This design comes from an exercise in tuning for small area, a short achievable clock period and few clock cycles per item on the open sky130 flow, not from production work. Where RTL was checked, it was by simulation tests only, not by an equivalence proof against the original. The RTL of runs 1 and 2 was laid out without a check of its function.

## flow/design.v (module list and top-level ports; edited modules follow where they fit)
// module mandel_engine: 232 lines
// module mandel_s1: 1438 lines
// module mandel_s2: 530 lines
module mandel_engine #(
  parameter int W       = 16,
  parameter int FRAC    = 12,
  parameter int ITER_W  = 16,
  parameter int COORD_W = 9
) (
  input  logic               clk,
  input  logic               rst,
  input  logic               cfg_start,
  input  logic [COORD_W-1:0] cfg_pix_w,
  input  logic [COORD_W-1:0] cfg_pix_h,
  input  logic [W-1:0]       cfg_cxs,
  input  logic [W-1:0]       cfg_cys,
  input  logic [W-1:0]       cfg_dcx,
  input  logic [W-1:0]       cfg_dcy,
  input  logic [ITER_W-1:0]  cfg_max_iter,
  input  logic               abort,
  output logic               busy,
  output logic               done,
  output logic               out_valid,
  input  logic               out_ready,
  output logic [COORD_W-1:0] out_x,
  output logic [COORD_W-1:0] out_y,
  output logic [ITER_W-1:0]  out_iter,
  output logic               out_inside
);
  // ...
==> flow/flow/run.sh <==
#!/bin/bash
set -euo pipefail
sed '1s/^proc synth {args} { yosys synth -nofsm -noshare {\*}\$args }$/proc synth {args} { yosys synth -nofsm -noshare -noabc {*}$args }/' synth_recipe.tcl > synth_noabc.tcl
grep -q -- '-noabc' synth_noabc.tcl
bash standard.sh SYNTH_SCRIPT="$PWD/synth_noabc.tcl" SETUP_SLACK_MARGIN=8.5 finish > flow_make.log 2>&1
==> flow/standard.sh <==
#!/bin/bash
# synth_recipe.tcl (not shown) runs the flow's synth.tcl, then flattens the netlist and writes it again
# the make line also repeats each setting of config.mk as NAME=value (left out here)
make -C /OpenROAD-flow-scripts/flow DESIGN_CONFIG=/design/flow/config.mk WORK_HOME=/design/flow/orfs CLKGATE_MAP_FILE= SYNTH_SCRIPT=/design/flow/synth_recipe.tcl "${@:-finish}"
==> flow/config.mk <==
export PLATFORM = sky130hd
export DESIGN_NAME = mandel_engine
export DESIGN_NICKNAME = mandel_engine
export VERILOG_FILES = /design/flow/design.v
export SDC_FILE = /design/flow/constraint.sdc
export NUM_CORES = 4
export LEC_CHECK = 0
export ABC_CLOCK_PERIOD_IN_PS = 5000
export CAP_MARGIN = 20
export CORE_MARGIN = 2
export CORE_UTILIZATION = 40
export SETUP_SLACK_MARGIN = 5
export SLEW_MARGIN = 20
==> flow/constraint.sdc <==
create_clock -name core_clock -period 12.0 [get_ports {clk}]
set_input_delay 2.4000 -clock core_clock [delete_from_list [all_inputs] [get_ports {clk}]]
set_output_delay 2.4000 -clock core_clock [all_outputs]
set_load 0.01 [all_outputs]
==> flow_results.org, run 1 <==
** Yosys
- Counting instances in the post-synthesis netlist gives the leading cell types as 427 x sky130_fd_sc_hd__nor2_1, 379 x sky130_fd_sc_hd__dfxtp_1, 333 x sky130_fd_sc_hd__fa_1.
- The portion of synthesized area spent on multiplexers is 0.0235.
- Avg Cell Area, Syn :: about 10 um^2
- Area share of fa/ha/maj cells after synthesis :: 0.277

** Global route
- For met2 alone, demand over resource in global routing was 0.337.
- For this run the aggregate overflow at the end of global routing stands at 0.
- Largest net degree at the start of global routing :: 69

** Critical path
- Together, buffers and inverters on the worst path number 3.
- Worst reg2reg path depth :: 14
- STA classifies the critical path startpoint as a flop.
- In this design, the stage delay of the slowest critical-path cell is 540 ps.

** Detailed routing
- Wire segments on met3 add up to 5010 um in the final route.
- In the final routed layout, each cell accounts on average for 18.7 um.
- Vias post-DR :: roughly 24000
- Antenna violation net count after detailed routing :: 0
- The detailed router put a total of 37500 um of wire on met1.

** STA
- After layout, the minimum clock period comes to 4070 ps.
- Setup violations remaining at the end of the flow were counted as 0.
- The final number of hold-violating endpoints was 0.
- Of the available clock period, the critical path in the final layout requires 0.339.

** Finish
- Max FFs per register :: 154
- Summing all multi-input logic gate instances after layout gives 0.0206 mm^2.
- Most common library cell in the layout ignoring fill and taps :: sky130_fd_sc_hd__nor2_1
- Antenna diode count :: 0
- Final instance area :: slightly above 0.04 mm^2
- Of the total standard cell area in the layout, the sequential portion is 0.308.

** Die
- Area of the die :: 0.0872 mm^2
- Chip width :: 295 um
- For this design the top-level I/O count stands at 141.

** Clocking
- TritonCTS built the clock tree.
- Root cell of the clock tree :: sky130_fd_sc_hd__clkbuf_16

** Run
- The tool flagged a number of max-cap violations equal to 0.

** Status
- The run finished with no timing, DRC or antenna violations.

** Min path
- Hold path cells :: 0
==> inputs of run 2 (changes only) <==
==> flow/flow/run.sh (replaced) <==
#!/bin/bash
set -euo pipefail
bash standard.sh SETUP_SLACK_MARGIN=8.5 finish > flow_make.log 2>&1
==> run 2 against run 1 <==
  * Still clean
  * Synthesized cell count increased by 11%
  * Clock skew about the same
  * Global-route usage increased by 1.3 points
  * Register-to-register slack got worse by 190 ps
  * Hold slack improved by 16 ps
  * Critical path depth increased by 2
  * Final cell count increased by 8.8%
  * Critical endpoint unchanged
==> flow_results.org, run 2 <==
** Finish
- Max FFs per register :: 154 (unchanged)
- Filler Cell Count :: 7778
- Synthesis-to-layout area growth :: 23.9%
- In the layout the commonest cells are 460 x sky130_fd_sc_hd__inv_1, 336 x sky130_fd_sc_hd__dfxtp_1, 324 x sky130_fd_sc_hd__nor2_1.
- The register with the most flip-flops in the final layout is p2.
- For this run, the post-layout net count is ~4500.
- Leaving out fill and tap cells, the most frequent cell in the layout is sky130_fd_sc_hd__inv_1.
- Of the cells placed in the final design, the portion with a size suffix greater than 1 is 0.184.
- Antenna diode count :: 0 (unchanged)

** STA
- Unrepaired setup endpoints after global routing :: yes
- Worst Tran Pin Value :: 920 ps
- The final number of hold-violating endpoints came to 0 (unchanged).
- The number of max-slew violations in the final report came to 0.
- On the final layout, the worst clock skew is 49.7 ps.
- Final setup fails :: 0 (unchanged)
- Setup total negative slack :: 0 ps
- The final critical delay including setup and external delays came to 4270 ps (+194 ps).
- Fmax :: 234 MHz
- Headroom to the max-slew limit came out at 0.387.
- Final worst-path cycle share :: 0.356 (+0.0161)
- The worst path meets setup with 7730 ps of slack.

** Critical path
- The total buffers and inverters traversed by the critical path came to 4 (+1).
- The largest individual stage delay along the critical path comes from the cell sky130_fd_sc_hd__fa_1.
- Data arrival time of the critical path :: 4680 ps
- STA puts the critical path data required time at around 12000 ps.
- Along the worst path, the maximum fanout reaches 2.
- Delay contributed by the slowest stage of the critical path :: 550 ps (about the same)
- The critical path crosses 16 cells after its start point.
- The cell family contributing the most delay on the critical path is adder cells.
- Among the stages of the critical path, the cell type that occurs most often is sky130_fd_sc_hd__fa_1.
- The worst setup path is captured at a flop.
- The setup path with the least slack is of type flop to flop.
- Walking the worst path, the cells encountered are inv_1 > fa_1 > inv_1 > fa_1 > fa_1 > ha_1 > nand4_1 > nor4_4 > buf_4 > a21oi_1 > o211ai_1 > nor3_2 > a211oi_4 > buf_6 > o31ai_4 > mux2_4.
- Startpoint type of the worst setup path :: flop
- The worst-case reg-to-reg path depth was 16 (+2).

** Place
- Worst slack at placement :: 7310 ps
- Placed wire-length estimate after detailed placement :: 63100 um
- At the end of routability-driven placement, the weighted congestion stood at about 0.86.
- I/O Buffers :: 140

** Yosys
- Most used flip-flop cell after synthesis :: sky130_fd_sc_hd__dfxtp_1
- Area fraction of the dominant cell type after synthesis :: 0.217
- Synthesis produced a netlist whose cell count is about 3600.
- Among all cell types in the netlist, the one instantiated most often is sky130_fd_sc_hd__inv_1.
- Most area-consuming cells after synthesis :: sky130_fd_sc_hd__dfxtp_1 22%, sky130_fd_sc_hd__fa_1 17%, sky130_fd_sc_hd__edfxtp_1 15%, sky130_fd_sc_hd__ha_1 8.0%, sky130_fd_sc_hd__inv_1 5.3%
- Register area share after synthesis :: 0.362
- The number of nets handed over by synthesis was 4230.
- Post-synth EDFFs :: between 150 and 200
- Dominant cell type by area after synthesis :: sky130_fd_sc_hd__dfxtp_1
- Avg Cell Area, Syn :: 9.68 um^2 (-7.1%)
- Commonest cells in the netlist :: 496 x sky130_fd_sc_hd__inv_1, 379 x sky130_fd_sc_hd__dfxtp_1, 331 x sky130_fd_sc_hd__nor2_1
- After synthesis the netlist holds a flip-flop and latch count of 548.
- Number of warning messages in the yosys log :: 1
- Yosys cell types :: 80
- Combined area of all synthesized cells :: 0.0349 mm^2
- Async set-reset flop share out of synthesis :: 0

** Die
- Area of the die :: 0.0897 mm^2 (+2.9%)
- Initial core utilization :: 0.403
- Chip width :: 300 um (+1.4%)
- The die is between 200 and 300 um tall.
- The number of ports placed on the die boundary is 141 (unchanged).
- Placeable core region :: 0.0866 mm^2
- After floorplanning, the core was divided into 108 placement rows.

** Detailed routing
- The wire length on met3 was 7060 um (+41%).
- The number of routed nets with antenna violations was 0 (unchanged).
- The routed design has 96300 um of wire.
- Number of violations reported at the end of detailed-routing iteration 0 :: 2258
- Average routed wire per standard cell :: 18.9 um (+1.2%)
- After detailed routing, the met2 layer carries 44300 um of wire.
- Vias post-DR :: 26600 (+9.2%)
- Count of unresolved DRC violations after routing :: 0
- Metal-1 WL :: 41400 um (+10%)
- The first TritonRoute pass finished after 6 iterations.
- Routed signal wires occupy layers up through met5.
- Per-cell via count in the routed design :: 5.22

** Clocking
- Counting along the longest clock path gives a buffer depth of 3.
- Counting the buffers created by CTS gives 60.
- The tree is rooted in a sky130_fd_sc_hd__clkbuf_16.
- Hold buffers post-CTS :: 0
- TritonCTS built the clock tree.
- The tree built by TritonCTS fans out to ~550 sinks.
- After clock tree synthesis, the clock-pin slew on the worst setup and hold paths is approximately 70 ps.
- The clock reaches the later pin of the worst-skew pair after 660 ps.
- H-Tree Level Count :: 2

** Global route
- Vias in the first global route :: ~26000
- Global-route wire length before repair :: 149000 um
- The initial antenna violation count is 5.
- Largest net degree at the start of global routing :: 79 (+14%)
- For this run, the total global-route usage over all layers was measured as 0.210.
- The total grt overflow is 0 (unchanged).

** Min path
- HP Class :: flop to flop
- The hold-critical path depth is 0 (unchanged).

** Status
- Run status :: no timing/DRC/antenna violations

** Run
- Max cap viols :: 0 (unchanged)
## run 2: routing by layer
| layer | up-vias | GRT usage |
|---|---|---|
| li1 | 12600 | - |
| met1 | 12900 | 0.282 |
| met2 | 926 | 0.344 |
| met3 | 237 | 0.0365 |
| met4 | 10 | 0.0687 |
| met5 | - | 0 |
## run 2: layout make-up
| type | count | area (um^2) | share of cell area |
|---|---|---|---|
| Multi-Input combinational cell | 2375 | 20700 | 0.479 |
| Sequential cell | 548 | 12800 | 0.295 |
| Timing Repair Buffer | 403 | 4160 | 0.0961 |
| Inverter | 508 | 2050 | 0.0473 |
| Clock buffer | 70 | 1570 | 0.0363 |
| Tap cell | 1155 | 1450 | 0.0334 |
| Clock inverter | 44 | 563 | 0.0130 |
## run 2: kinds of logic (layout without fill, tap and decap cells)
kind of cell / count (synthesis) / in the layout / synth area share
xor+xnor: 233 / 233 / 0.0597
flops: 548 / 548 / 0.362
mux: 68 / 68 / 0.0214
compound gates: 663 / 663 / 0.117
simple gates: 889 / 891 / 0.116
buf+inv: 688 / 1025 / 0.0745
fa+ha+maj: 520 / 520 / 0.249
## run 2: timing repair
| action | CTS | global route |
|---|---|---|
| setup buffers | 118 | 82 |
| pin swaps | 63 | 68 |
| cloned | 18 | 10 |
| setup endpoints to repair | 296 | 180 |
| hold endpoints to repair | 0 | 0 |
| gates resized for setup | 396 | 163 |
## run 2: final timing paths
| check | startpoint | endpoint | slack (ps) |
|---|---|---|---|
| setup / recovery | p2[75]$_DFF_P_ | out_inside$_DFFE_PP_ | 7730 |
| hold / removal | sy2[10]$_DFF_P_ | sy1[10]$_DFF_P_ | 320 |
| setup reg to reg | p2[75]$_DFF_P_ | out_inside$_DFFE_PP_ | 7730 |
| hold reg to reg | sy2[10]$_DFF_P_ | sy1[10]$_DFF_P_ | 320 |
## run 2: metrics by stage
| stage | cells | cell area (um^2) | hold slack (ps) | util |
|---|---|---|---|---|
| after floorplan | 3609 | 35200 | 310 | - |
| after global placement | 4761 | 37500 | 310 | 0.433 |
| after detailed placement | 4761 | 37500 | 312 | 0.433 |
| after CTS | 5011 | 41900 | 316 | 0.484 |
| after global routing | 5103 | 43300 | 327 | 0.500 |
| final | 5103 | 43300 | 321 | 0.500 |
## run 2: worst register-to-register path, stage by stage (launching register included)
cell and delay, ps:
sky130_fd_sc_hd__dfxtp_2 340, sky130_fd_sc_hd__inv_1 60, sky130_fd_sc_hd__fa_1 550, sky130_fd_sc_hd__inv_1 60, sky130_fd_sc_hd__fa_1 540, sky130_fd_sc_hd__fa_1 430, sky130_fd_sc_hd__ha_1 290, sky130_fd_sc_hd__nand4_1 220
sky130_fd_sc_hd__nor4_4 290, sky130_fd_sc_hd__buf_4 150, sky130_fd_sc_hd__a21oi_1 50, sky130_fd_sc_hd__o211ai_1 180, sky130_fd_sc_hd__nor3_2 110, sky130_fd_sc_hd__a211oi_4 250, sky130_fd_sc_hd__buf_6 160, sky130_fd_sc_hd__o31ai_4 80
sky130_fd_sc_hd__mux2_4 270
==> module mandel_engine, before the edit <==
module mandel_engine #(
  parameter int W       = 16,
  parameter int FRAC    = 12,
  parameter int ITER_W  = 16,
  parameter int COORD_W = 9
) (
  input  logic               clk,
  input  logic               rst,
  input  logic               cfg_start,
  input  logic [COORD_W-1:0] cfg_pix_w,
  input  logic [COORD_W-1:0] cfg_pix_h,
  input  logic [W-1:0]       cfg_cxs,
  input  logic [W-1:0]       cfg_cys,
  input  logic [W-1:0]       cfg_dcx,
  input  logic [W-1:0]       cfg_dcy,
  input  logic [ITER_W-1:0]  cfg_max_iter,
  input  logic               abort,
  output logic               busy,
  output logic               done,
  output logic               out_valid,
  input  logic               out_ready,
  output logic [COORD_W-1:0] out_x,
  output logic [COORD_W-1:0] out_y,
  output logic [ITER_W-1:0]  out_iter,
  output logic               out_inside
);
  localparam int PW = 156;
  logic [COORD_W-1:0]  pix_w, pix_h, ax, ay;
  logic signed [W-1:0] cxs, dcx, dcy, acx, acy;
  logic [ITER_W-1:0]   max_iter;
  logic                comp;
  logic [1:0]          aseq, oseq;
  logic                ofirst;
  logic                rb_v, rb_inside;
  logic [1:0]          rb_tag;
  logic [ITER_W-1:0]   rb_iter;
  logic signed [W-1:0] x1, y1, cx1, cy1;
  logic [13:0]         sx1, sy1;
  logic [ITER_W-1:0]   i1;
  logic                act1, hold1, fr1, er1, hin1;
  logic [1:0]          tg1;
  logic [PW-1:0]       p2;
  logic signed [W-1:0] cx2, cy2;
  logic [13:0]         sx2, sy2;
  logic [ITER_W-1:0]   i2;
  logic                act2, hold2, er2, hin2, fn2, es2;
  logic [1:0]          tg2;
  logic [PW-1:0]       p1;
  logic                bigx, bigy, mi_zero, at_lim, cyc, fn1, es1;
  logic [4:0]          hx, hy, hthr;
  logic                sure, inc;
  logic                esc_mag, esc_now, fin, use_i, res_in, can_out, rb_go, to_out, to_rb;
  logic                delivered, take, row_end, last_pix, capture, done_cond;
  logic signed [W-1:0] xn, yn;
  logic [ITER_W-1:0]   res_iter;
  mandel_s1 u_s1 (.x(x1[13:0]), .y(y1[13:0]), .cx(cx1), .cy(cy1), .p(p1));
  mandel_s2 u_s2 (.p(p2), .cx(cx2), .esc_mag(esc_mag), .xn(xn), .yn(yn));
  always_comb begin
    mi_zero = (max_iter == '0);
    bigx = !((x1[15:13] == 3'b000) || (x1[15:13] == 3'b111 && x1[12:0] != '0));
    bigy = !((y1[15:13] == 3'b000) || (y1[15:13] == 3'b111 && y1[12:0] != '0));
    at_lim = (i1 + ITER_W'(1) == max_iter);
    cyc = !fr1 && ({x1[13:0], y1[13:0]} == {sx1, sy1});
    fn1 = at_lim || cyc || mi_zero;
    hx = x1[12:8] ^ {5{x1[13]}};
    hy = y1[12:8] ^ {5{y1[13]}};
    case (hx)
      5'd0: hthr = 5'd0;
      5'd1: hthr = 5'd0;
      5'd2: hthr = 5'd0;
      5'd3: hthr = 5'd0;
      5'd4: hthr = 5'd0;
      5'd5: hthr = 5'd0;
      5'd6: hthr = 5'd0;
      5'd7: hthr = 5'd0;
      5'd8: hthr = 5'd31;
      5'd9: hthr = 5'd31;
      5'd10: hthr = 5'd31;
      5'd11: hthr = 5'd31;
      5'd12: hthr = 5'd30;
      5'd13: hthr = 5'd30;
      5'd14: hthr = 5'd29;
      5'd15: hthr = 5'd29;
      5'd16: hthr = 5'd28;
      5'd17: hthr = 5'd28;
      5'd18: hthr = 5'd27;
      5'd19: hthr = 5'd26;
      5'd20: hthr = 5'd25;
      5'd21: hthr = 5'd25;
      5'd22: hthr = 5'd24;
      5'd23: hthr = 5'd23;
      5'd24: hthr = 5'd22;
      5'd25: hthr = 5'd20;
      5'd26: hthr = 5'd19;
      5'd27: hthr = 5'd18;
      5'd28: hthr = 5'd16;
      5'd29: hthr = 5'd14;
      5'd30: hthr = 5'd12;
      5'd31: hthr = 5'd8;
      default: hthr = 5'd0;
    endcase
    es1 = bigx || bigy || (hthr != 5'd0 && hy >= hthr);
    esc_now = (es2 || esc_mag) && !mi_zero;
    sure = es2 && !mi_zero;
    fin = act2 && (hold2 || er2 || fn2 || sure);
    inc = !hold2 && !er2 && sure;
    use_i = er2 || inc;
    res_in = hold2 ? hin2 : (!er2 && !esc_now);
    res_iter = use_i ? (inc ? i2 + ITER_W'(1) : i2) : max_iter;
    can_out = !out_valid;
    rb_go = rb_v && (rb_tag == oseq) && can_out;
    to_out = fin && (tg2 == oseq) && can_out;
    to_rb = fin && !to_out && (!rb_v || rb_go);
    delivered = to_out || to_rb;
    take = comp && (!act2 || delivered);
    row_end = (ax == pix_w - COORD_W'(1));
    last_pix = row_end && (ay == pix_h - COORD_W'(1));
    capture = rb_go || to_out;
    done_cond = !comp && !act1 && !act2 && !rb_v && (!out_valid || out_ready);
  end
  always_ff @(posedge clk) begin
    p2    <= p1;
    i2    <= i1;
    cx2   <= cx1;
    cy2   <= cy1;
    tg2   <= tg1;
    hold2 <= hold1;
    er2   <= er1;
    hin2  <= hin1;
    fn2   <= fn1;
    es2   <= es1;
    act2  <= busy && act1;
    if (i1[1:0] == 2'b00) begin
      sx2 <= x1[13:0];
      sy2 <= y1[13:0];
    end else begin
      sx2 <= sx1;
      sy2 <= sy1;
    end
    sx1 <= sx2;
    sy1 <= sy2;
    x1    <= take ? acx : xn;
    y1    <= take ? acy : yn;
    cx1   <= take ? acx : cx2;
    cy1   <= take ? acy : cy2;
    i1    <= take ? '0 : ((fin && !inc) ? i2 : i2 + ITER_W'(1));
    tg1   <= take ? aseq : tg2;
    act1  <= busy && (take || (act2 && !delivered));
    hold1 <= !take && fin;
    fr1   <= take;
    er1   <= !take && (fin ? use_i : esc_now);
    hin1  <= res_in;
  end
  always_ff @(posedge clk) begin
    if (rst) begin
      busy      <= 1'b0;
      done      <= 1'b0;
      out_valid <= 1'b0;
    end else begin
      done <= 1'b0;
      if (busy && abort) begin
        busy      <= 1'b0;
        out_valid <= 1'b0;
      end else if (!busy) begin
        if (cfg_start && !done) busy <= 1'b1;
      end else begin
        if (capture) out_valid <= 1'b1;
        else if (out_ready) out_valid <= 1'b0;
        if (done_cond) begin
          busy <= 1'b0;
          done <= 1'b1;
        end
      end
    end
  end
  always_ff @(posedge clk) begin
    if (!busy) begin
      pix_w    <= cfg_pix_w;
      pix_h    <= cfg_pix_h;
      cxs      <= cfg_cxs;
      dcx      <= cfg_dcx;
      dcy      <= cfg_dcy;
      max_iter <= cfg_max_iter;
      ax       <= '0;
      ay       <= '0;
      acx      <= cfg_cxs;
      acy      <= cfg_cys;
      comp     <= (cfg_pix_w != '0) && (cfg_pix_h != '0);
      aseq     <= '0;
      oseq     <= '0;
      ofirst   <= 1'b1;
      rb_v     <= 1'b0;
    end else begin
      if (take) begin
        aseq <= aseq + 2'd1;
        if (last_pix) comp <= 1'b0;
        if (row_end) begin
          ax  <= '0;
          ay  <= ay + COORD_W'(1);
          acx <= cxs;
          acy <= acy + dcy;
        end else begin
          ax  <= ax + COORD_W'(1);
          acx <= acx + dcx;
        end
      end
      if (to_rb) begin
        rb_v      <= 1'b1;
        rb_tag    <= tg2;
        rb_iter   <= res_iter;
        rb_inside <= res_in;
      end else if (rb_go) begin
        rb_v <= 1'b0;
      end
      if (capture) begin
        oseq       <= oseq + 2'd1;
        out_iter   <= rb_go ? rb_iter : res_iter;
        out_inside <= rb_go ? rb_inside : res_in;
        ofirst     <= 1'b0;
        if (ofirst) begin
          out_x <= '0;
          out_y <= '0;
        end else if (out_x == pix_w - COORD_W'(1)) begin
          out_x <= '0;
          out_y <= out_y + COORD_W'(1);
        end else begin
          out_x <= out_x + COORD_W'(1);
        end
      end
    end
  end
endmodule
==> inputs of run 3 (changes only) <==
--- a/flow/design.v
+++ b/flow/design.v
@@ -37,18 +37,18 @@
   logic signed [W-1:0] x1, y1, cx1, cy1;
   logic [13:0]         sx1, sy1;
   logic [ITER_W-1:0]   i1;
-  logic                act1, hold1, fr1, er1, hin1;
+  logic                act1, hold1, fr1, er1, hin1, lr1;
   logic [1:0]          tg1;
   logic [PW-1:0]       p2;
   logic signed [W-1:0] cx2, cy2;
   logic [13:0]         sx2, sy2;
   logic [ITER_W-1:0]   i2;
-  logic                act2, hold2, er2, hin2, fn2, es2;
+  logic                act2, hold2, er2, hin2, lr2, lim2, cyc2, es2;
   logic [1:0]          tg2;
   logic [PW-1:0]       p1;
-  logic                bigx, bigy, mi_zero, at_lim, cyc, fn1, es1;
+  logic                bigx, bigy, mi_zero, at_lim, cyc, es1;
   logic [4:0]          hx, hy, hthr;
-  logic                sure, inc;
+  logic                sure, inc, now;
   logic                esc_mag, esc_now, fin, use_i, res_in, can_out, rb_go, to_out, to_rb;
   logic                delivered, take, row_end, last_pix, capture, done_cond;
   logic signed [W-1:0] xn, yn;
@@ -61,7 +61,6 @@
     bigy = !((y1[15:13] == 3'b000) || (y1[15:13] == 3'b111 && y1[12:0] != '0));
     at_lim = (i1 + ITER_W'(1) == max_iter);
     cyc = !fr1 && ({x1[13:0], y1[13:0]} == {sx1, sy1});
-    fn1 = at_lim || cyc || mi_zero;
     hx = x1[12:8] ^ {5{x1[13]}};
     hy = y1[12:8] ^ {5{y1[13]}};
     case (hx)
@@ -102,10 +101,11 @@
     es1 = bigx || bigy || (hthr != 5'd0 && hy >= hthr);
     esc_now = (es2 || esc_mag) && !mi_zero;
     sure = es2 && !mi_zero;
-    fin = act2 && (hold2 || er2 || fn2 || sure);
-    inc = !hold2 && !er2 && sure;
+    now = sure || cyc2 || mi_zero;
+    fin = act2 && (hold2 || er2 || lr2 || now);
+    inc = !hold2 && !er2 && !lr2 && sure;
     use_i = er2 || inc;
-    res_in = hold2 ? hin2 : (!er2 && !esc_now);
+    res_in = hold2 ? hin2 : !(er2 || (!lr2 && sure));
     res_iter = use_i ? (inc ? i2 + ITER_W'(1) : i2) : max_iter;
     can_out = !out_valid;
     rb_go = rb_v && (rb_tag == oseq) && can_out;
@@ -127,7 +127,9 @@
     hold2 <= hold1;
     er2   <= er1;
     hin2  <= hin1;
-    fn2   <= fn1;
+    lim2  <= at_lim;
+    cyc2  <= cyc;
+    lr2   <= lr1;
     es2   <= es1;
     act2  <= busy && act1;
     if (i1[1:0] == 2'b00) begin
@@ -149,6 +151,7 @@
     hold1 <= !take && fin;
     fr1   <= take;
     er1   <= !take && (fin ? use_i : esc_now);
+    lr1   <= !take && !fin && lim2;
     hin1  <= res_in;
   end
   always_ff @(posedge clk) begin
==> run 3 against run 2 <==
  * Still clean
  * Via count rose by 0.54%
  * Flip-flop and latch count is 3 higher
  * Hold slack got worse by 3.7 ps
  * Die area up 0.28%
  * Sequential share of layout area rose by 0.25 points
  * Final cell count is 0.76% lower
  * Global-route usage shrank 0.59 points
  * Area after synthesis up 0.28%
  * Worst setup slack improved by 71 ps
==> flow_results.org, run 3 <==
** Finish
- From synthesis to final layout, the design area changed by 23.0%.
- Utilization of the core after routing :: 0.497 (-0.00294)
- The summed area of non-filler cells in the final layout came to 0.0431 mm^2 (-0.43%).
- Most common library cell in the layout ignoring fill and taps :: sky130_fd_sc_hd__inv_1
- The number of nets at the end of the flow was 4480 (-0.82%).
- Filler Cell Count :: 7967 (+2.4%)
- Share of layout cells above drive strength 1 :: 0.183 (-0.000935)
- The footprint of the multi-input gates is 0.0207 mm^2 (about the same).
- Most used cells in the layout excluding fill and tap cells :: 453 x sky130_fd_sc_hd__inv_1, 345 x sky130_fd_sc_hd__dfxtp_1, 305 x sky130_fd_sc_hd__nor2_1
- Area taken by flip-flops and latches :: 0.0128 mm^2 (+0.41%)
- Top reg by flops :: p2
- The flip-flop count of the largest register after layout came to 154 (unchanged).

** Yosys
- Number of warning messages in the yosys log :: 1 (unchanged)
- The number of enable flip-flop cells after synthesis is 169 (unchanged).
- Combined area of all synthesized cells :: 0.0350 mm^2 (+0.28%)
- Ranked by total cell area, the synthesized netlist is headed by sky130_fd_sc_hd__dfxtp_1 22%, sky130_fd_sc_hd__fa_1 17%, sky130_fd_sc_hd__edfxtp_1 14%, sky130_fd_sc_hd__ha_1 8.0%, sky130_fd_sc_hd__inv_1 5.3%.
- In the post-synthesis netlist, the cell with the most instances is sky130_fd_sc_hd__inv_1.
- The count of state elements after synthesis is 551 (+0.55%).
- Post-synth net total :: 4234 (+0.095%)
- Async set-reset flop share out of synthesis :: 0 (unchanged)
- The portion of the post-synthesis area used by sequential elements came to 0.363 (+0.000692).
- Dominant cell type by area after synthesis :: sky130_fd_sc_hd__dfxtp_1
- Avg Cell Area, Syn :: 9.70 um^2 (+0.17%)
- Area fraction of the dominant cell type after synthesis :: 0.218 (+0.00110)
- Mapped Cells :: 3613 (+0.11%)
- The count of unique library cells instantiated by Yosys came to 82 (+2.5%).
- For this run, the leading register cell type out of synthesis is sky130_fd_sc_hd__dfxtp_1.
- After synthesis, the most frequently instantiated cells are 494 x sky130_fd_sc_hd__inv_1, 382 x sky130_fd_sc_hd__dfxtp_1, 314 x sky130_fd_sc_hd__nor2_1.

** Critical path
- For this design, the slowest cell found on the critical path is sky130_fd_sc_hd__fa_2.
- The worst setup path is captured at a flop.
- Register-to-register path setup slack :: 7800 ps (+70 ps)
- The delay contributed by the slowest stage of the critical path came to 610 ps (+60 ps).
- The data arrival time of the critical path is 4780 ps (+100 ps).
- CP max FO :: 2 (unchanged)
- The critical path goes through inv_2 > fa_2 > inv_2 > fa_2 > fa_1 > ha_1 > a21o_1 > a21o_1 > a21o_1 > a21o_1 > a211o_1 > a21o_1 > a211oi_4 > mux2_4 > o31ai_2.
- In this design, the critical path's most frequently occurring cell is sky130_fd_sc_hd__a21o_1.
- WP buf/inv :: 2 (-2)
- Top delay family on crit path :: adder cells
- The critical path is of the flop to flop type.
- CP Data Required Time :: 12580 ps (+170 ps)
- Startpoint type of the worst setup path :: flop

** Place
- I/O Buffers :: 140 (unchanged)
- The half-perimeter wire length after detailed placement was 62700 um (-0.49%).
- RePlAce Congestion :: 0.858 (about the same)
- The placed instance area was 0.0376 mm^2 (+0.33%).
- The worst slack at placement was 7220 ps (-86.3 ps).

** Clocking
- TritonCTS clock tree :: yes
- The clock-pin slew of the registers on the worst-case setup and hold paths came to 60 ps (about the same).
- The tree is rooted in a sky130_fd_sc_hd__clkbuf_16.
- Clock buffers created by TritonCTS :: 59 (-1.7%)
- Later-pin clock latency in the skew report :: 670 ps (about the same)
- The number of buffers inserted for hold repair after clock tree synthesis came to 0 (unchanged).
- H-Tree Level Count :: 2 (unchanged)
- Clock sink count :: 551 (+0.55%)
- Max Buffers Root-to-Sink :: 3 (unchanged)

** Die
- The chip height is 300 um (+0.14%).
- The number of ports placed on the die boundary was 141 (unchanged).
- The die extent in x is 300 um (+0.14%).
- The area of the core region is 0.0868 mm^2 (+0.16%).
- Area of the die :: 0.0900 mm^2 (+0.28%)
- The row count was 108 (unchanged).
- The initial standard-cell utilization of the core was 0.404 (+0.000511).

** STA
- The number of max-slew violations in the final report came to 0 (unchanged).
- Final-report hold violation count :: 0 (unchanged)
- The setup skew after layout was 61.4 ps (+11.7 ps).
- Unrepaired setup endpoints after global routing :: yes
- Worst Tran Pin Value :: 1060 ps (+142 ps)
- Final Critical Period :: 4200 ps (-71.3 ps)
- Worst max-slew margin expressed relative to the limit :: 0.290 (-0.0972)
- The period utilization is 0.350 (-0.00594).
- Setup total negative slack :: 0 ps (unchanged)
- The final worst slack came to 7800 ps (+71.3 ps).
- Fmax :: 238 MHz (+1.7%)
- The worst hold slack came to 317 ps (-3.68 ps).
- The setup violation total in the final timing report is 0 (unchanged).

** Detailed routing
- Average routed wire per standard cell :: 18.8 um (-0.43%)
- Vias post-DR :: 26800 (+0.54%)
- Count of unresolved DRC violations after routing :: 0 (unchanged)
- The number of routed nets with antenna violations was 0 (unchanged).
- The average via count per standard cell came to 5.28 (+1.3%).
- Number of violations reported at the end of detailed-routing iteration 0 :: 2043 (-9.5%)
- Number of iterations in the first detailed-routing pass :: 6 (unchanged)
- The aggregate routed wire length was 95100 um (-1.2%).

** Global route
- Initial antenna violation count :: 7 (+2)
- Total global routing overflow :: 0 (unchanged)
- The overall fraction of global-route tracks in use was 0.204 (-0.00593).
- Vias in the first global route :: 26500 (+0.072%)
- Global-route wire length before repair :: 146000 um (-2.3%)
- Largest net degree at the start of global routing :: 74 (-6.3%)

** Status
- The run finished with no timing, DRC or antenna violations.

** Min path
- The min-delay analysis places its worst path in the category flop to flop.

** Run
- Max cap viols :: 0 (unchanged)
-- run 3: changes by cell type after synthesis, moves of 10 or more --
cell,delta
sky130_fd_sc_hd__a211oi_1,-13
sky130_fd_sc_hd__o22ai_1,+20
sky130_fd_sc_hd__nand2_1,-21
sky130_fd_sc_hd__a21oi_1,+26
sky130_fd_sc_hd__clkbuf_1,+10
sky130_fd_sc_hd__nor2_1,-17
-- run 3: layer usage --
layer,vias up,GRT usage,routed length [um]
met3,248,0.0387,6620
met4,12,0.0605,3140
li1,12600,-,-
met2,926,0.342,45400
met5,-,0,82
met1,13000,0.268,39900
-- run 3: repair_timing --
item / CTS / global route
setup endpoints to repair: 198 / 125
gates cloned: 17 / 11
pin swaps: 50 / 84
buffers inserted: 90 / 73
gates resized for setup: 396 / 158
-- run 3: stage by stage --
| stage | cells |
|---|---|
| detailed placement | 4762 |
| global route | 5063 |
| global placement | 4762 |
| floorplan | 3613 |
| CTS | 4979 |
| finish | 5064 |
-- run 3: final timing paths --
path / start / end / cells after the start
worst max register to register: p2[18]$_DFF_P_ / er1$_DFF_P_ / 15
worst max-delay path: p2[18]$_DFF_P_ / er1$_DFF_P_ / 15
worst min register to register: sx2[10]$_DFF_P_ / sx1[10]$_DFF_P_ / 0
worst min-delay path: sx2[10]$_DFF_P_ / sx1[10]$_DFF_P_ / 0
-- run 3: worst reg2reg max path: cells and delay by family, from the launching register on --
kind	cells	cell delay, ps
adders and majority gates	4	1800
AOI/OAI and AO/OA	8	1550
muxes	1	360
DFF	1	320
buffers and inverters	2	110
-- run 3: area by class of cell --
class | count | area share
timing repair buffer | 366 | 0.0922
antenna | 1 | 0.0000581
sequential | 551 | 0.298
timing repair inverter | 1 | 0.000203
tap | 1155 | 0.0335
clock inverter | 30 | 0.00717
inverter | 506 | 0.0479
clock buffer | 80 | 0.0404
multi-input combinational | 2374 | 0.481
-- run 3: logic make-up after synthesis --
kind of cell / after synthesis / synth area share
AOI/OAI and AO/OA: 702 / 0.122
DFF: 551 / 0.363
adders and majority gates: 522 / 0.249
muxes: 71 / 0.0224
buffers and inverters: 689 / 0.0740
and+or+nand+nor: 861 / 0.114
xor gates and xnor gates: 217 / 0.0550
Testbench counts of run 3, summed over its fixed seeds: cycles 48,565, pixels 3,072.
==> inputs of run 4 (changes only) <==
==> flow/flow/run.sh (replaced) <==
#!/bin/bash
set -euo pipefail
sed '1s/^proc synth {args} { yosys synth -nofsm -noshare {\*}\$args }$/proc synth {args} { yosys synth -nofsm -noshare -noabc {*}$args }/' synth_recipe.tcl > synth_noabc.tcl
grep -q -- '-noabc' synth_noabc.tcl
bash standard.sh SYNTH_SCRIPT="$PWD/synth_noabc.tcl" SETUP_SLACK_MARGIN=8.5 finish > flow_make.log 2>&1
--- a/flow/config.mk
+++ b/flow/config.mk
@@ -11,3 +11,4 @@
 export CORE_UTILIZATION = 40
 export SETUP_SLACK_MARGIN = 5
 export SLEW_MARGIN = 20
+export TNS_END_PERCENT = 10
==> run 4 against run 3 <==
  * Still clean
  * Flip-flop and latch count unchanged
  * Maximum frequency is 13% higher
  * Global-route usage shrank 1.1 points
  * First-iteration DRC count shrank 15%
  * Via count is 10% lower
  * Critical path depth decreased by 14
  * Routed wire length shrank 10%
  * Die area is 2.9% lower
  * Register-to-register slack gained 530 ps
  * Core utilization decreased by 1.4 points
  * Critical endpoint is now out_x[7]
  * Largest cell class unchanged
==> flow_results.org, run 4 <==
** Status
- Run status :: no timing/DRC/antenna violations

** Finish
- In the layout the commonest cells are 403 x sky130_fd_sc_hd__nor2_1, 328 x sky130_fd_sc_hd__fa_1, 317 x sky130_fd_sc_hd__dfxtp_1.
- Share of layout cells above drive strength 1 :: 0.150 (-0.0327)
- Area of the multi-input gates :: 0.0203 mm^2 (-2.1%)
- The flip-flop count of the largest register after layout came to 154 (unchanged).
- The combined flip-flop and latch cell area is 0.0129 mm^2 (+0.23%).
- The number of nets at the end of the flow was 4072 (-9.1%).
- Leaving out fill and tap cells, the most frequent cell in the layout is sky130_fd_sc_hd__nor2_1.
- Top reg by flops :: p2
- The summed area of non-filler cells in the final layout came to 0.0406 mm^2 (-5.9%).
- The count of filler cells inserted in the layout was 7654 (-3.9%).
- Relative to the synthesized area, the layout overhead comes to 19.2%.

** Detailed routing
- The number of routed nets with antenna violations is 0 (unchanged).
- Number of violations reported at the end of detailed-routing iteration 0 :: 1738 (-15%)
- Final WL :: 85600 um (-10%)
- The average wire per standard cell came to 18.6 um (-0.97%).
- Vias post-DR :: 24100 (-10%)
- Number of iterations in the first detailed-routing pass :: 5 (-1)
- Count of unresolved DRC violations after routing :: 0 (unchanged)
- The average via count per standard cell is 5.23 (-0.98%).

** Global route
- The via count of the first global-routing pass came to 23700 (-11%).
- The wire length of the first global-routing pass came to 133000 um (-8.9%).
- M3 GR Usage :: 0.0283 (-0.0104)
- Total routing resource utilization after global routing :: 0.193 (-0.0112)
- Total global routing overflow :: 0 (unchanged)
- The met2 usage is 0.299 (-0.0421).
- Initial antenna violation count :: 3 (-4)
- The met1 track demand over resource in global routing was 0.278 (+0.0101).
- In this run the most used layer during global routing was met2.
- Largest net degree at the start of global routing :: 76 (+2.7%)

** Yosys
- Commonest cells in the netlist :: 411 x sky130_fd_sc_hd__nor2_1, 382 x sky130_fd_sc_hd__dfxtp_1, 333 x sky130_fd_sc_hd__fa_1
- The synthesized net count was 3904 (-7.8%).
- Dominant cell type by area after synthesis :: sky130_fd_sc_hd__dfxtp_1
- The share of the synthesized area in the top cell type is 0.225 (+0.00657).
- By area the synthesized netlist is led by sky130_fd_sc_hd__dfxtp_1 22%, sky130_fd_sc_hd__fa_1 20%, sky130_fd_sc_hd__edfxtp_1 15%, sky130_fd_sc_hd__ha_1 8.1%, sky130_fd_sc_hd__nor2_1 4.5%.
- The count of unique library cells instantiated by Yosys came to 74 (-9.8%).
- Post-synth EDFFs :: 169 (unchanged)
- The post-synth design cell area is 0.0340 mm^2 (-2.9%).
- Most used flip-flop cell after synthesis :: sky130_fd_sc_hd__dfxtp_1
- The share of async-settable or async-resettable flops after synthesis came to 0 (unchanged).
- Mapped Cells :: 3248 (-10%)
- The count of state elements after synthesis was 551 (unchanged).
- Register area share after synthesis :: 0.374 (+0.0109)
- Number of warning messages in the yosys log :: 1 (unchanged)
- Most used standard cell by instance count after synthesis :: sky130_fd_sc_hd__nor2_1
- Avg Cell Area, Syn :: 10.5 um^2 (+8.0%)

** Place
- I/O Buffers :: 140 (unchanged)
- Placed wire-length estimate after detailed placement :: 61000 um (-2.8%)
- The placed instance area came to 0.0365 mm^2 (-2.9%).
- The final weighted congestion in routability-driven placement is 0.864 (+0.76%).

** Critical path
- Data arrival time of the critical path :: 1300 ps (-3480 ps)
- Broken down by cell family, the worst path's largest delay share belongs to flip-flops.
- The delay contributed by the slowest stage of the critical path came to 460 ps (-150 ps).
- The slowest stage of the critical path belongs to the cell sky130_fd_sc_hd__edfxtp_1.
- Traced cell by cell, the critical path runs through buf_2.
- The maximum fanout count along the critical path is 2 (unchanged).
- Crit end category :: output pin
- WP buf/inv :: 1 (-1)
- Startpoint type of the worst setup path :: flop
- The critical path is of the flop to output pin type.
- The data required time at the worst endpoint came to 9600 ps (-2980 ps).

** STA
- Setup total negative slack :: 0 ps (unchanged)
- Fmax :: 270 MHz (+13%)
- The measured slew at the worst slew-check pin was 988 ps (-73.7 ps).
- Worst max-slew margin expressed relative to the limit :: 0.338 (+0.0478)
- The worst hold slack was 318 ps (+0.988 ps).
- The setup violation total in the final timing report is 0 (unchanged).
- Final-report hold violation count :: 0 (unchanged)
- Unrepaired setup endpoints after global routing :: yes
- The number of max-slew violations in the final report came to 0 (unchanged).
- The final critical delay including setup and external delays came to 3700 ps (-497 ps).
- The period utilization is 0.308 (-0.0414).
- The setup skew after layout came to 37.0 ps (-24.4 ps).

** Clocking
- The clock network latency to the later pin of the worst-skew pair came to 660 ps (about the same).
- TritonCTS built the clock tree.
- Root cell of the clock tree :: sky130_fd_sc_hd__clkbuf_16
- The number of buffers created by CTS is 60 (+1.7%).
- The clock-pin slew of the registers on the worst-case setup and hold paths is 70 ps (about the same).
- The maximum count of clock buffers along a single path was 3 (unchanged).
- Hold buffers post-CTS :: 0 (unchanged)
- Clock sink count :: 551 (unchanged)
- H-Tree Level Count :: 2 (unchanged)

** Die
- The area of the core region is 0.0840 mm^2 (-3.2%).
- The initial standard-cell utilization of the core was 0.405 (+0.00128).
- Floorplan row count :: 106 (-1.9%)
- The number of ports placed on the die boundary came to 141 (unchanged).
- The floorplan die area was 0.0874 mm^2 (-2.9%).
- The die extent in x came to 296 um (-1.5%).
- Floorplan die height :: 296 um (-1.5%)

** Run
- Max cap viols :: 0 (unchanged)

** Min path
- The tightest min-delay check is of the flop to flop type.
## run 4: changes by cell type in the layout (fill, tap and decap cells not counted), moves of 23 or more
cell | before | now
sky130_fd_sc_hd__inv_1 | 453 | 275
sky130_fd_sc_hd__a21oi_1 | 239 | 108
sky130_fd_sc_hd__nor2_1 | 305 | 403
sky130_fd_sc_hd__buf_4 | 149 | 83
sky130_fd_sc_hd__o21ai_0 | 146 | 96
sky130_fd_sc_hd__fa_1 | 279 | 328
sky130_fd_sc_hd__a211oi_1 | 17 | 65
sky130_fd_sc_hd__o22ai_1 | 37 | 3
sky130_fd_sc_hd__dfxtp_2 | 13 | 43
sky130_fd_sc_hd__nand2_1 | 218 | 188
sky130_fd_sc_hd__or2_2 | 34 | 5
sky130_fd_sc_hd__dfxtp_1 | 345 | 317
sky130_fd_sc_hd__a221oi_1 | 21 | 44
## run 4: stage by stage
step | cells | setup slack, ps | utilization
2_1_floorplan | 3248 | 8360 | -
4_1_cts | 4547 | 8290 | 0.470
3_5_place_dp | 4397 | 7450 | 0.435
3_3_place_gp | 4397 | 7580 | 0.435
5_1_grt | 4602 | 8190 | 0.483
6_report | 4602 | 8300 | 0.483
## run 4: final cells by class
cell class | instances | area share
multi-input cells | 2238 | 0.500
flip-flops and latches | 551 | 0.317
repair buffers | 266 | 0.0652
clock buffers | 86 | 0.0443
well taps | 1134 | 0.0350
inverters | 299 | 0.0289
clock inverters | 26 | 0.00941
diodes | 2 | 0.000123
## run 4: metal layers
layer / up-vias / share of wire
li1: 11400 / -
met1: 11800 / 0.46
met2: 720 / 0.45
met3: 152 / 0.060
met4: 0 / 0.029
met5: - / 0
## run 4: kinds of logic (layout without fill, tap and decap cells)
| family | count (synthesis) | count (layout) | share of synthesized area |
|---|---|---|---|
| XOR/XNOR | 194 | 194 | 0.0500 |
| adder cells (fa/ha/maj) | 553 | 553 | 0.277 |
| AND/OR/NAND/NOR | 881 | 884 | 0.117 |
| buffers and inverters | 462 | 677 | 0.0514 |
| flip-flops | 551 | 551 | 0.374 |
| AO/OA/AOI/OAI | 531 | 531 | 0.107 |
| multiplexers | 76 | 76 | 0.0244 |
| other | 0 | 2 | 0 |
## run 4: path summary, 6_finish.rpt
kind | to | start | slack, ps | cells past startpoint
min reg2reg | sx1[0]$_DFF_P_ | sx2[0]$_DFF_P_ | 320 | 0
max reg2reg | er1$_DFF_P_ | p2[65]$_DFF_P_ | 8330 | 15
max | out_x[7] | out_x[7]$_SDFFCE_PP0P_ | 8300 | 1
min | sx1[0]$_DFF_P_ | sx2[0]$_DFF_P_ | 320 | 0
## run 4: timing repair
item / 4_1_cts / 5_1_grt
pin swaps: 14 / 55
endpoints found under the setup margin: 229 / 151
resized for setup: 240 / 150
hold endpoints to repair: 0 / 0
buffers inserted: 37 / 38
cloned: 1 / 15
==> inputs of run 5 (changes only) <==
--- a/flow/config.mk
+++ b/flow/config.mk
@@ -5,6 +5,7 @@
 export SDC_FILE = /design/flow/constraint.sdc
 export NUM_CORES = 4
 export LEC_CHECK = 0
+export ABC_AREA = 1
 export ABC_CLOCK_PERIOD_IN_PS = 5000
 export CAP_MARGIN = 20
 export CORE_MARGIN = 2
==> run 5 against run 4 <==
  * Die area up 3.5%
  * Maximum frequency up 0.92%
  * Hold slack worse by 2.0 ps
  * Critical endpoint is now out_y[1]
  * Flip-flop and latch count unchanged
  * Highest routed layer is now met5
  * Register-to-register slack better by 130 ps
  * Global-route usage up 1.4 points
  * Final cell count up 15%
  * Clock-buffer cell count up 7
  * Area after synthesis up 3.6%
==> flow_results.org, run 5 <==
** Clocking
- TritonCTS built the clock tree.
- Clock buffers created by TritonCTS :: 60 (unchanged)
- H-Tree Level Count :: 2 (unchanged)
- Root cell of the clock tree :: sky130_fd_sc_hd__clkbuf_16
- Later-pin clock latency in the skew report :: 640 ps (-20 ps)
- The clock-pin slew of the registers on the worst-case setup and hold paths is 60 ps (about the same).
- The maximum count of clock buffers along a single path came to 3 (unchanged).
- The number of sinks driven by the clock tree came to 551 (unchanged).
- Hold buffers post-CTS :: 0 (unchanged)

** Place
- I/O Buffers :: 140 (unchanged)
- The final weighted congestion in routability-driven placement came to 0.916 (+6.0%).
- Dpl cells :: 5105 (+16%)
- Placed wire-length estimate after detailed placement :: 71600 um (+17%)
- The placed instance area came to 0.0377 mm^2 (+3.2%).

** Global route
- Global-route wire length before repair :: 147000 um (+11%)
- Vias in the first global route :: 26500 (+12%)
- Total routing resource utilization after global routing :: 0.207 (+0.0140)
- The initial antenna violation count was 4 (+1).
- Total global routing overflow :: 0 (unchanged)
- The largest net degree at the start of global routing is 79 (+3.9%).

** Critical path
- Endpoint of the worst register-to-register path :: er1$_DFF_P_
- Top delay family on crit path :: flip-flops
- The data required time at the worst endpoint came to 9600 ps (about the same).
- Crit. Startpoint :: out_y[1]$_SDFFCE_PP0P_
- The total buffers and inverters traversed by the critical path was 1 (unchanged).
- The worst-case reg-to-reg path depth is 16 (+1).
- CP max FO :: 2 (unchanged)
- Delay contributed by the slowest stage of the critical path :: 400 ps (-60 ps)
- Critical path's slowest cell :: sky130_fd_sc_hd__edfxtp_1
- The slack of the worst reg-to-reg path is 8460 ps (+130 ps).
- Startpoint type of the worst setup path :: flop
- The worst setup path is captured at an output pin.
- Data arrival time of the critical path :: 1270 ps (-30 ps)
- The worst setup path is of the flop to output pin kind.
- Cell breakdown of the critical path :: clkdlybuf4s15_2
- Worst reg2reg path startpoint :: p2[14]$_DFF_P_

** STA
- The setup skew after layout was 23.3 ps (-13.7 ps).
- Fmax :: 273 MHz (+0.92%)
- Final Critical Period :: 3670 ps (-33.8 ps)
- Final Max Slew Viols :: 0 (unchanged)
- Final-report hold violation count :: 0 (unchanged)
- The period utilization is 0.305 (-0.00281).
- The measured slew at the worst slew-check pin is 1070 ps (+80.3 ps).
- The setup violation total in the final timing report came to 0 (unchanged).
- Worst max-slew margin expressed relative to the limit :: 0.288 (-0.0496)
- Setup repair after global routing could not meet its margin everywhere.
- The post-route setup TNS came to 0 ps (unchanged).

** Die
- The row count was 108 (+1.9%).
- The chip height came to 301 um (+1.7%).
- Initial core utilization :: 0.405 (about the same)
- The die extent in x is 301 um (+1.7%).
- The floorplan die area is 0.0904 mm^2 (+3.5%).
- The number of ports placed on the die boundary is 141 (unchanged).
- The area of the core region was 0.0870 mm^2 (+3.7%).

** Yosys
- The synthesized net count came to 4565 (+17%).
- The commonest cells after synthesis are 719 x sky130_fd_sc_hd__nand2_1, 524 x sky130_fd_sc_hd__inv_1, 422 x sky130_fd_sc_hd__nor2_1.
- The share of the synthesized area in the top cell type is 0.217 (-0.00774).
- The portion of the post-synthesis area used by sequential elements came to 0.361 (-0.0129).
- The instance count of the mapped netlist is 3909 (+20%).
- The count of unique library cells instantiated by Yosys was 56 (-24%).
- Avg Cell Area, Syn :: 9.01 um^2 (-14%)
- Number of warning messages in the yosys log :: 1 (unchanged)
- The count of state elements after synthesis came to 551 (unchanged).
- The most used flip-flop cell after synthesis is sky130_fd_sc_hd__dfxtp_1.
- The biggest area contributor in the post-synthesis netlist is sky130_fd_sc_hd__dfxtp_1.
- The number of enable flip-flop cells after synthesis is 169 (unchanged).
- Ranked by total cell area, the synthesized netlist is headed by sky130_fd_sc_hd__dfxtp_1 22%, sky130_fd_sc_hd__fa_1 19%, sky130_fd_sc_hd__edfxtp_1 14%, sky130_fd_sc_hd__ha_1 7.8%, sky130_fd_sc_hd__nand2_1 7.7%.
- Most used standard cell by instance count after synthesis :: sky130_fd_sc_hd__nand2_1
- Async set-reset flop share out of synthesis :: 0 (unchanged)
- The post-synth design cell area is 0.0352 mm^2 (+3.6%).

** Detailed routing
- The total via count in the routed design is 26400 (+9.5%).
- The number of remaining DRC errors is 0 (unchanged).
- Per-cell via count in the routed design :: 4.98 (-4.8%)
- Antenna violation net count after detailed routing :: 0 (unchanged)
- The iteration count of the initial detailed-routing pass came to 7 (+2).
- The aggregate routed wire length is 93300 um (+9.0%).
- The average wire per standard cell came to 17.6 um (-5.2%).
- The number of DRC violations after detailed-routing iteration 0 was 1852 (+6.6%).

** Min path
- The startpoint identified for the worst hold timing path is sy2[11]$_DFF_P_.
- The worst hold path belongs to the class flop to flop.
- Hold worst-path end :: sy1[11]$_DFF_P_
- Hold path cells :: 0 (unchanged)

** Finish
- Synthesis-to-layout area growth :: 17.0%
- The top cell types in the final layout, fill and taps aside, are 696 x sky130_fd_sc_hd__nand2_1, 502 x sky130_fd_sc_hd__inv_1, 417 x sky130_fd_sc_hd__nor2_1.
- Share of layout cells above drive strength 1 :: 0.0962 (-0.0538)
- Area taken by flip-flops and latches :: 0.0128 mm^2 (-0.34%)
- Count of nets after finishing :: 4747 (+17%)
- Final instance area :: 0.0412 mm^2 (+1.6%)
- Non-filler instance count after layout :: 5294 (+15%)
- Most common library cell in the layout ignoring fill and taps :: sky130_fd_sc_hd__nand2_1
- Area of the multi-input gates :: 0.0206 mm^2 (+1.7%)
- p2 holds more flip-flops than any other register.
- The count of filler cells inserted in the layout is 8363 (+9.3%).
- Max FFs per register :: 154 (unchanged)

** Status
- Run status :: no timing/DRC/antenna violations

** Run
- The max-cap check violation count was 0 (unchanged).
==> run 5: cell count changes in the layout (fill, tap and decap cells not counted), sizes merged, moves of 39 or more <==
| cell | previous run | this run |
|---|---|---|
| a221oi | 63 | 3 |
| a21oi | 113 | 152 |
| nand2 | 197 | 722 |
| o21ai | 103 | 182 |
| mux2 | 56 | 0 |
| a211oi | 72 | 2 |
| inv | 293 | 531 |
| nand3 | 57 | 172 |
| o22ai | 3 | 103 |
| xnor2 | 119 | 48 |
| xor2 | 75 | 147 |
==> run 5: timing repair <==
item / 4_1_cts / 5_1_grt
pin swaps: 4 / 36
setup buffers: 53 / 25
resized for setup: 210 / 139
endpoints found under the setup margin: 152 / 143
cloned: 1 / 0
==> run 5: cells by family (layout without fill, tap and decap cells) <==
| group | Yosys count | count (layout) | share of synthesized area |
|---|---|---|---|
| other cells | 0 | 1 | 0 |
| flops | 551 | 551 | 0.361 |
| xor+xnor | 196 | 196 | 0.0491 |
| mux | 1 | 1 | 0.000284 |
| simple gates | 1436 | 1436 | 0.167 |
| fa+ha+maj | 553 | 553 | 0.267 |
| buf+inv | 654 | 883 | 0.0714 |
| compound gates | 518 | 518 | 0.0840 |
==> run 5: routing by layer <==
layer / track usage / share of wire / vias up
li1: - / - / 12900
met5: 0 / 0.00049 / -
met1: 0.273 / 0.43 / 12600
met3: 0.0329 / 0.057 / 125
met2: 0.354 / 0.48 / 686
met4: 0.0499 / 0.024 / 8
==> run 5: worst max-delay path by stage <==
stage	end	cells past startpoint	slack [ps]
after global routing	out_x[4]	1	8270
after floorplan	p2[146]$_DFF_P_	13	7650
after global placement	p2[146]$_DFF_P_	10	7100
after CTS	out_iter[1]	1	8300
final	out_y[1]	1	8330
after detailed placement	p2[146]$_DFF_P_	10	7030
==> run 5: cell type report <==
| type | count | share of cell area |
|---|---|---|
| multi-input cells | 2704 | 0.500 |
| flip-flops and latches | 551 | 0.311 |
| repair buffers | 234 | 0.0520 |
| inverters | 540 | 0.0505 |
| clock buffers | 93 | 0.0450 |
| well taps | 1155 | 0.0351 |
| clock inverters | 16 | 0.00592 |
| diodes | 1 | 0.0000607 |
==> run 5: stage by stage <==
step / hold slack, ps / worst slack [ps] / utilization
finish: 316 / 8330 / 0.474
global route: 320 / 8270 / 0.474
CTS: 321 / 8300 / 0.465
detailed placement: 312 / 7030 / 0.433
global placement: 310 / 7100 / 0.433
floorplan: 310 / 7650 / -
==> inputs of run 6 (changes only) <==
--- a/flow/config.mk
+++ b/flow/config.mk
@@ -5,11 +5,10 @@
 export SDC_FILE = /design/flow/constraint.sdc
 export NUM_CORES = 4
 export LEC_CHECK = 0
-export ABC_AREA = 1
 export ABC_CLOCK_PERIOD_IN_PS = 5000
 export CAP_MARGIN = 20
 export CORE_MARGIN = 2
 export CORE_UTILIZATION = 40
 export SETUP_SLACK_MARGIN = 5
 export SLEW_MARGIN = 20
-export TNS_END_PERCENT = 10
+export TNS_END_PERCENT = 0
==> run 6 against run 5 <==
  * Still clean on timing, DRC and antenna
  * Hold slack barely moved
  * Core utilization rose by 0.055 points
==> flow_results.org, run 6 <==
** Status
- Run status :: no timing/DRC/antenna violations

** Yosys
- The synthesized net count is 3904 (-14%).
- Async set-reset flop share out of synthesis :: 0 (unchanged)
- The number of enable flip-flop cells after synthesis was 169 (unchanged).
- The count of state elements after synthesis came to 551 (unchanged).
- Number of warning messages in the yosys log :: 1 (unchanged)
- Commonest cells in the netlist :: 411 x sky130_fd_sc_hd__nor2_1, 382 x sky130_fd_sc_hd__dfxtp_1, 333 x sky130_fd_sc_hd__fa_1
- Yosys cell types :: 74 (+32%)
- Combined area of all synthesized cells :: 0.0340 mm^2 (-3.4%)
- Most used flip-flop cell after synthesis :: sky130_fd_sc_hd__dfxtp_1
- The synthesized design spends more area on one cell type than any other, namely sky130_fd_sc_hd__dfxtp_1.
- Mapped Cells :: 3248 (-17%)
- The share of the synthesized area in the top cell type was 0.225 (+0.00774).
- The portion of the post-synthesis area used by sequential elements was 0.374 (+0.0129).
- Avg Cell Area, Syn :: 10.5 um^2 (+16%)
- sky130_fd_sc_hd__nor2_1 is the most common cell in the netlist.
- Ranked by total cell area, the synthesized netlist is headed by sky130_fd_sc_hd__dfxtp_1 22%, sky130_fd_sc_hd__fa_1 20%, sky130_fd_sc_hd__edfxtp_1 15%, sky130_fd_sc_hd__ha_1 8.1%, sky130_fd_sc_hd__nor2_1 4.5%.

** STA
- The worst hold slack came to 316 ps (-0.0760 ps).
- Setup total negative slack :: 0 ps (unchanged)
- Worst Tran Pin Value :: 1070 ps (-1.42 ps)
- Worst max-slew margin expressed relative to the limit :: 0.285 (-0.00335)
- Setup repair after global routing could not meet its margin everywhere.
- Final setup fails :: 0 (unchanged)
- Fmax :: 271 MHz (-0.82%)
- Final worst-path cycle share :: 0.308 (+0.00253)
- Clock Skew :: 35.9 ps (+12.6 ps)
- Final Critical Period :: 3700 ps (+30.4 ps)
- The final number of hold-violating endpoints was 0 (unchanged).
- The number of max-slew violations in the final report came to 0 (unchanged).

** Clocking
- Clock-pin slew reported for the worst setup and hold paths after clock tree synthesis :: 70 ps (about the same)
- TritonCTS built the clock tree.
- The number of sinks driven by the clock tree is 551 (unchanged).
- The clock network latency to the later pin of the worst-skew pair was 640 ps (about the same).
- Clock buffers created by TritonCTS :: 58 (-3.3%)
- H-Tree Level Count :: 2 (unchanged)
- Root cell of the clock tree :: sky130_fd_sc_hd__clkbuf_16
- The maximum count of clock buffers along a single path is 3 (unchanged).

** Die
- The number of ports placed on the die boundary is 141 (unchanged).
- Floorplan die height :: 296 um (-1.7%)
- The row count came to 106 (-1.9%).
- Chip width :: 296 um (-1.7%)
- The initial standard-cell utilization of the core came to 0.405 (about the same).
- Area of the die :: 0.0874 mm^2 (-3.4%)
- Placeable core region :: 0.0840 mm^2 (-3.5%)

** Finish
- Most common library cell in the layout ignoring fill and taps :: sky130_fd_sc_hd__nor2_1
- Area of the multi-input gates :: 0.0202 mm^2 (-2.3%)
- Count of nets after finishing :: 4044 (-15%)
- Area taken by flip-flops and latches :: 0.0128 mm^2 (about the same)
- Synthesis-to-layout area growth :: 17.0% (about the same)
- The top cell types in the final layout, fill and taps aside, are 407 x sky130_fd_sc_hd__nor2_1, 332 x sky130_fd_sc_hd__dfxtp_1, 331 x sky130_fd_sc_hd__fa_1.
- Utilization of the core after routing :: 0.474 (+0.000552)
- Max FFs per register :: 154 (unchanged)
- The proportion of layout cells with a drive suffix above 1 is 0.132 (+0.0359).
- Top reg by flops :: p2
- Filler Cell Count :: 7718 (-7.7%)
- The summed area of non-filler cells in the final layout is 0.0398 mm^2 (-3.4%).

** Critical path
- The data required time at the worst endpoint came to 9600 ps (about the same).
- STA classifies the critical path startpoint as a flop.
- The endpoint identified for the worst register-to-register timing path is er1$_DFF_P_.
- Critical path's slowest cell :: sky130_fd_sc_hd__edfxtp_1
- The data arrival time of the critical path was 1300 ps (+30 ps).
- The maximum fanout count along the critical path came to 2 (unchanged).
- The critical path goes through clkdlybuf4s15_2.
- The startpoint identified for the worst register-to-register timing path is p2[19]$_DFF_P_.
- The worst-case reg-to-reg path depth was 15 (-1).
- Top delay family on crit path :: flip-flops
- Register-to-register path setup slack :: 8320 ps (-140 ps)
- The total buffers and inverters traversed by the critical path came to 1 (unchanged).
- The critical path is of the flop to output pin type.
- The worst setup path is captured at an output pin.
- Delay contributed by the slowest stage of the critical path :: 410 ps (about the same)

** Global route
- Total global routing overflow :: 0 (unchanged)
- The global routing stage identified its most utilized layer as met2.
- Vias in the first global route :: 23200 (-12%)
- Initial antenna violation count :: 3 (-1)
- Global-route wire length before repair :: 131000 um (-11%)
- The routing usage on met3 is 0.0271 (-0.00576).
- Met2 routing resource usage after global routing :: 0.298 (-0.0563)
- The largest net degree at the start of global routing was 76 (-3.8%).
- The overall fraction of global-route tracks in use came to 0.190 (-0.0169).
- Global Route met1 Usage :: 0.274 (+0.000381)

** Min path
- The path with the worst hold slack has its endpoint at sx1[11]$_DFF_P_.
- The startpoint identified for the worst hold timing path is sx2[11]$_DFF_P_.
- HP Class :: flop to flop
- The hold-critical path depth was 0 (unchanged).

** Detailed routing
- The average via count per standard cell is 5.22 (+4.7%).
- Antenna violation net count after detailed routing :: 0 (unchanged)
- The average wire per standard cell is 18.2 um (+3.1%).
- Final WL :: 83100 um (-11%)
- The iteration count of the initial detailed-routing pass is 8 (+1).
- Count of unresolved DRC violations after routing :: 0 (unchanged)
- Number of violations reported at the end of detailed-routing iteration 0 :: 1725 (-6.9%)
- Vias post-DR :: 23900 (-9.5%)

** Run
- The max-cap check violation count is 0 (unchanged).

** Place
- The half-perimeter wire length after detailed placement was 60600 um (-15%).
- I/O Buffers :: 140 (unchanged)
- The final weighted congestion in routability-driven placement came to 0.872 (-4.9%).
- Placed inst area :: 0.0365 mm^2 (-3.1%)
-- run 6: cell types whose count changed in the layout (fill, tap and decap cells not counted), moves of 71 or more --
cell | previous run | this run
sky130_fd_sc_hd__inv_1 | 502 | 271
sky130_fd_sc_hd__nand2_1 | 696 | 188
sky130_fd_sc_hd__nand3_1 | 168 | 56
sky130_fd_sc_hd__o21ai_0 | 168 | 94
sky130_fd_sc_hd__o22ai_1 | 97 | 3
sky130_fd_sc_hd__xnor2_1 | 48 | 119
-- run 6: metrics by stage --
stage	setup WS, ps	instances
detailed placement	7440	4396
floorplan	8360	3248
global placement	7410	4396
global route	8190	4574
finish	8300	4574
CTS	8270	4543
-- run 6: worst max-delay path by stage --
stage | startpoint | endpoint | slack [ps] | cells past startpoint
floorplan | y1[13]$_DFF_P_ | p2[146]$_DFF_P_ | 8360 | 13
CTS | p2[65]$_DFF_P_ | er1$_DFF_P_ | 8270 | 15
global placement | y1[5]$_DFF_P_ | p2[146]$_DFF_P_ | 7410 | 10
detailed placement | y1[5]$_DFF_P_ | p2[146]$_DFF_P_ | 7440 | 10
finish | out_y[1]$_SDFFCE_PP0P_ | out_y[1] | 8300 | 1
global route | p2[48]$_DFF_P_ | er1$_DFF_P_ | 8190 | 14
-- run 6: kinds of logic after synthesis --
family                     after synthesis  synth area share
and+or+nand+nor                        881             0.117
adders and majority gates              553             0.277
DFF                                    551             0.374
AOI/OAI and AO/OA                      531             0.107
buffers and inverters                  462            0.0514
xor gates and xnor gates               194            0.0500
muxes                                   76            0.0244
-- run 6: layout make-up --
type,count,share of cell area
Inverter,299,0.0292
Clock buffer,85,0.0439
Timing Repair Buffer,243,0.0578
Antenna cell,2,0.000126
Clock inverter,25,0.00478
Tap cell,1134,0.0356
Multi-Input combinational cell,2235,0.506
Sequential cell,551,0.322
-- run 6: routing by layer --
metal / routed length (um) / up-vias
met1: 38800 / 11800
met5: 0 / -
met3: 4180 / 127
li1: - / 11300
met2: 38000 / 662
met4: 2150 / 0
-- run 6: timing repair --
action	CTS	global route
pin swaps	26	38
endpoints found under the setup margin	228	187
resized for setup	212	102
hold endpoints to repair	0	0
setup buffers	37	26
hold buffers	0	0
gates cloned	0	3

[afterwards: timing with drivers on the ports]
No port has a modelled driver above. Below, the same layouts with a new extraction and two added sets of constraints. Step 1, drivers: a clkbuf_16 drives clk and a buf_2 each remaining input, both assumed. Step 2 also shifts input and output timing later by t, the mid clock arrival at the registers, as if the neighbouring blocks saw the same clock. Slacks: ideal ports / drivers / drivers and shift; pairs: ideal ports / drivers.
run	shift t [ns]	setup slack, ns	clock arrival spread, ns
run 1	0.707	7.926 / 7.926 / 7.926	0.050 / 0.050
run 2	0.699	7.732 / 7.732 / 7.732	0.053 / 0.053
run 3	0.702	7.804 / 7.804 / 7.804	0.064 / 0.064
run 4	0.712	8.301 / 8.233 / 8.002	0.038 / 0.038
run 5	0.698	8.335 / 8.265 / 8.087	0.024 / 0.024
run 6	0.687	8.304 / 8.239 / 8.051	0.040 / 0.040
After both steps setup and hold are still met in every run listed. For run 4, which loses most, drivers alone change the setup slack by -0.068 ns; drivers and shift together by -0.299 ns.
